Source: an optimization exercise on an open RTL-to-GDS flow (aim: a short achievable clock period and few clock cycles). Production flows keep margins and buffers that such runs may drop. The RTL was checked by simulation tests, not by an equivalence proof against the original design. Power figures rest on the tool's default switching activity, not on a simulated workload.

// mips_core
module mips_core (
    input  logic                      clk,
    input  logic                      rst_n,
    input  logic                      i_cache_stall_n,
    input  logic                      d_cache_stall_n,
    output logic                      ireq,
    output logic [mips_pkg::xlen-1:0] iaddr,
    input  logic [mips_pkg::xlen-1:0] idata,
    output logic                      dreq,
    output logic                      dwrite,
    output logic [mips_pkg::xlen-1:0] daddr,
    output logic [mips_pkg::xlen-1:0] dwdata,
    input  logic [mips_pkg::xlen-1:0] drdata
);
    localparam int xlen = mips_pkg::xlen;
    logic freeze;
    assign freeze = !i_cache_stall_n || !d_cache_stall_n;
    logic            ireq_q;
    logic [xlen-1:0] fpc;
    logic            pend_q;       
    logic            d_valid;
    logic [xlen-1:0] d_a_rf;       
    logic [xlen-1:0] d_b_rf;
    logic [4:0]      d_dst;
  ...
clock: 6.0 ns
lec_check: 0
cap_margin: 20
core_margin: 2
core_utilization: 40
setup_slack_margin: 3.4
slew_margin: 20
standard.sh (not shown) runs the stock make flow with config.mk's settings and CLKGATE_MAP_FILE= SYNTH_SCRIPT=/design/flow/synth_recipe.tcl, a recipe that flattens the netlist after the stock synthesis.
==> flow/flow/run.sh <==
#!/bin/bash
set -euo pipefail
W=$(pwd)
export OWN_ABC_SCRIPT=$W/flow/abc.script
export BUFFER_PORTS_ARGS="-buffer_cell sky130_fd_sc_hd__buf_4"
bash standard.sh SYNTH_SCRIPT=$W/flow/synth.tcl MATCH_CELL_FOOTPRINT=0 finish > $W/standard.log 2>&1
==> flow/flow/abc.script <==
strash
&get -n
&b -d
&put
dch -f
map -D 1000
buffer
upsize -D 1000
dnsize -D 1000
==> flow/flow/synth.tcl <==
proc synth {args} { yosys synth -nofsm -noshare {*}$args }
proc extract_fa {args} { puts "own flow: extract_fa skipped" }
proc abc {args} {
  set i [lsearch -exact $args -script]
  if { $i >= 0 } {
    set args [lreplace $args [expr {$i + 1}] [expr {$i + 1}] $::env(OWN_ABC_SCRIPT)]
  }
  puts "own flow: abc $args"
  yosys abc {*}$args
}
source $::env(SCRIPTS_DIR)/synth.tcl
# left out here: clear keep_hierarchy, flatten, clean up, hide names made inside functions, write 1_2_yosys.v
Testbench counts at the start, summed over its fixed seeds: cycles 37,387.
==> next run, changes <==
--- a/flow/design.v
+++ b/flow/design.v
@@ -135,14 +135,14 @@
     logic freeze;
     assign freeze = !i_cache_stall_n || !d_cache_stall_n;
     logic            ireq_q;
     logic [xlen-1:0] fpc;
     logic            pend_q;       
     logic            d_valid;
-    logic [xlen-1:0] d_a_rf;       
-    logic [xlen-1:0] d_b_rf;
+    logic [31:0]     d_rs_oh;      
+    logic [31:0]     d_rt_oh;
     logic [4:0]      d_dst;
     logic            d_wr;         
     logic            d_lw;
     logic            d_sw;
     logic            d_beq;        
     logic            d_jmp;        
@@ -237,38 +237,26 @@
         for (int i = 1; i < 32; i++) begin
             if (w_we[i]) begin
                 rf[i] <= w_val;
             end
         end
     end
-    logic [31:0]     f_rs_oh;
-    logic [31:0]     f_rt_oh;
-    logic [xlen-1:0] f_a_rf;
-    logic [xlen-1:0] f_b_rf;
-    logic            f_a_wb;
-    logic            f_b_wb;
-    logic [xlen-1:0] f_a_rd;
-    logic [xlen-1:0] f_b_rd;
+    logic [xlen-1:0] d_a_rf;
+    logic [xlen-1:0] d_b_rf;
     logic [xlen-1:0] m_res;
     logic [xlen-1:0] w_next;
     logic [xlen-1:0] d_a_val;
     logic [xlen-1:0] d_b_val;
-    assign f_rs_oh = 32'(1) << f_rs;
-    assign f_rt_oh = 32'(1) << f_rt;
     always_comb begin
-        f_a_rf = '0;
-        f_b_rf = '0;
+        d_a_rf = '0;
+        d_b_rf = '0;
         for (int i = 1; i < 32; i++) begin
-            f_a_rf = f_a_rf | ({xlen{f_rs_oh[i]}} & rf[i]);
-            f_b_rf = f_b_rf | ({xlen{f_rt_oh[i]}} & rf[i]);
+            d_a_rf = d_a_rf | ({xlen{d_rs_oh[i]}} & rf[i]);
+            d_b_rf = d_b_rf | ({xlen{d_rt_oh[i]}} & rf[i]);
         end
     end
-    assign f_a_wb = |(w_we & f_rs_oh[31:1]);
-    assign f_b_wb = |(w_we & f_rt_oh[31:1]);
-    assign f_a_rd = f_a_wb ? w_val : f_a_rf;
-    assign f_b_rd = f_b_wb ? w_val : f_b_rf;
     assign m_res   = ({xlen{m_op[0]}} & m_sum) | ({xlen{m_op[1]}} & m_diff) |
                      ({xlen{m_op[2]}} & m_log) | {{(xlen-1){1'b0}}, m_op[3] & m_lt};
     assign w_next  = m_lw ? drdata : m_res;
     assign d_a_val = d_a_m ? w_next : d_a_w ? w_val : d_a_rf;
     assign d_b_val = d_b_m ? w_next : d_b_w ? w_val : d_b_rf;
     logic [xlen-1:0] sum;
@@ -348,21 +336,15 @@
                 d_a_e <= 1'b0;
                 d_b_e <= 1'b0;
                 d_a_m <= d_a_e;
                 d_b_m <= d_b_e;
                 d_a_w <= d_a_m;
                 d_b_w <= d_b_m;
-                if (d_a_w) begin
-                    d_a_rf <= w_val;
-                end
-                if (d_b_w) begin
-                    d_b_rf <= w_val;
-                end
             end else begin
-                d_a_rf  <= f_a_rd;
-                d_b_rf  <= f_b_rd;
+                d_rs_oh <= 32'(1) << f_rs;
+                d_rt_oh <= 32'(1) << f_rt;
                 d_dst   <= f_dst;
                 d_wr    <= (f_rtype || f_addiu || f_lw) && (f_dst != '0);
                 d_lw    <= f_lw;
                 d_sw    <= f_sw;
                 d_beq   <= f_beq && (f_rs != f_rt);
                 d_jmp   <= f_beq && (f_rs == f_rt);
Effect:
- The new run completed with no timing, DRC or antenna violations
- worst setup slack degrades by 0.18 ns
- routed wire length drops by 8.4%
- utilization drops by 0.14 points
- power drops by 2.0%
- global-route usage drops by 2.2 points
- cell area drops by 3.1%
- sequential share of layout area climbs by 1.4 points
- synthesized area drops by about 3%
Testbench counts after the change, summed over its fixed seeds: cycles 37,387.

## separate check: timing with driven ports
No port has a modelled driver above. Below, the same layouts with a new extraction and two added sets of constraints. Step 1 assumes that a clkbuf_16 drives the clock port and a buf_2 every other input. Step 2, shift: input delay + t, output delay - t, t = (earliest + latest rising clock arrival at the registers) / 2. This alone moves slack from input paths to output paths. Three values: ideal, step 1, step 2; two values: the first two.
| run | t (ns) | slack for setup (ns) | clock arrival spread, ns |
|---|---|---|---|
| the first run | 0.959 | 3.270 / 2.968 / 2.010 | 0.073 / 0.073 |
| the second run | 0.933 | 3.093 / 3.093 / 2.679 | 0.072 / 0.072 |
After both steps every run listed still meets setup and hold. For the first run, which loses most, drivers alone change the setup slack by -0.302 ns; drivers and shift together by -1.260 ns.
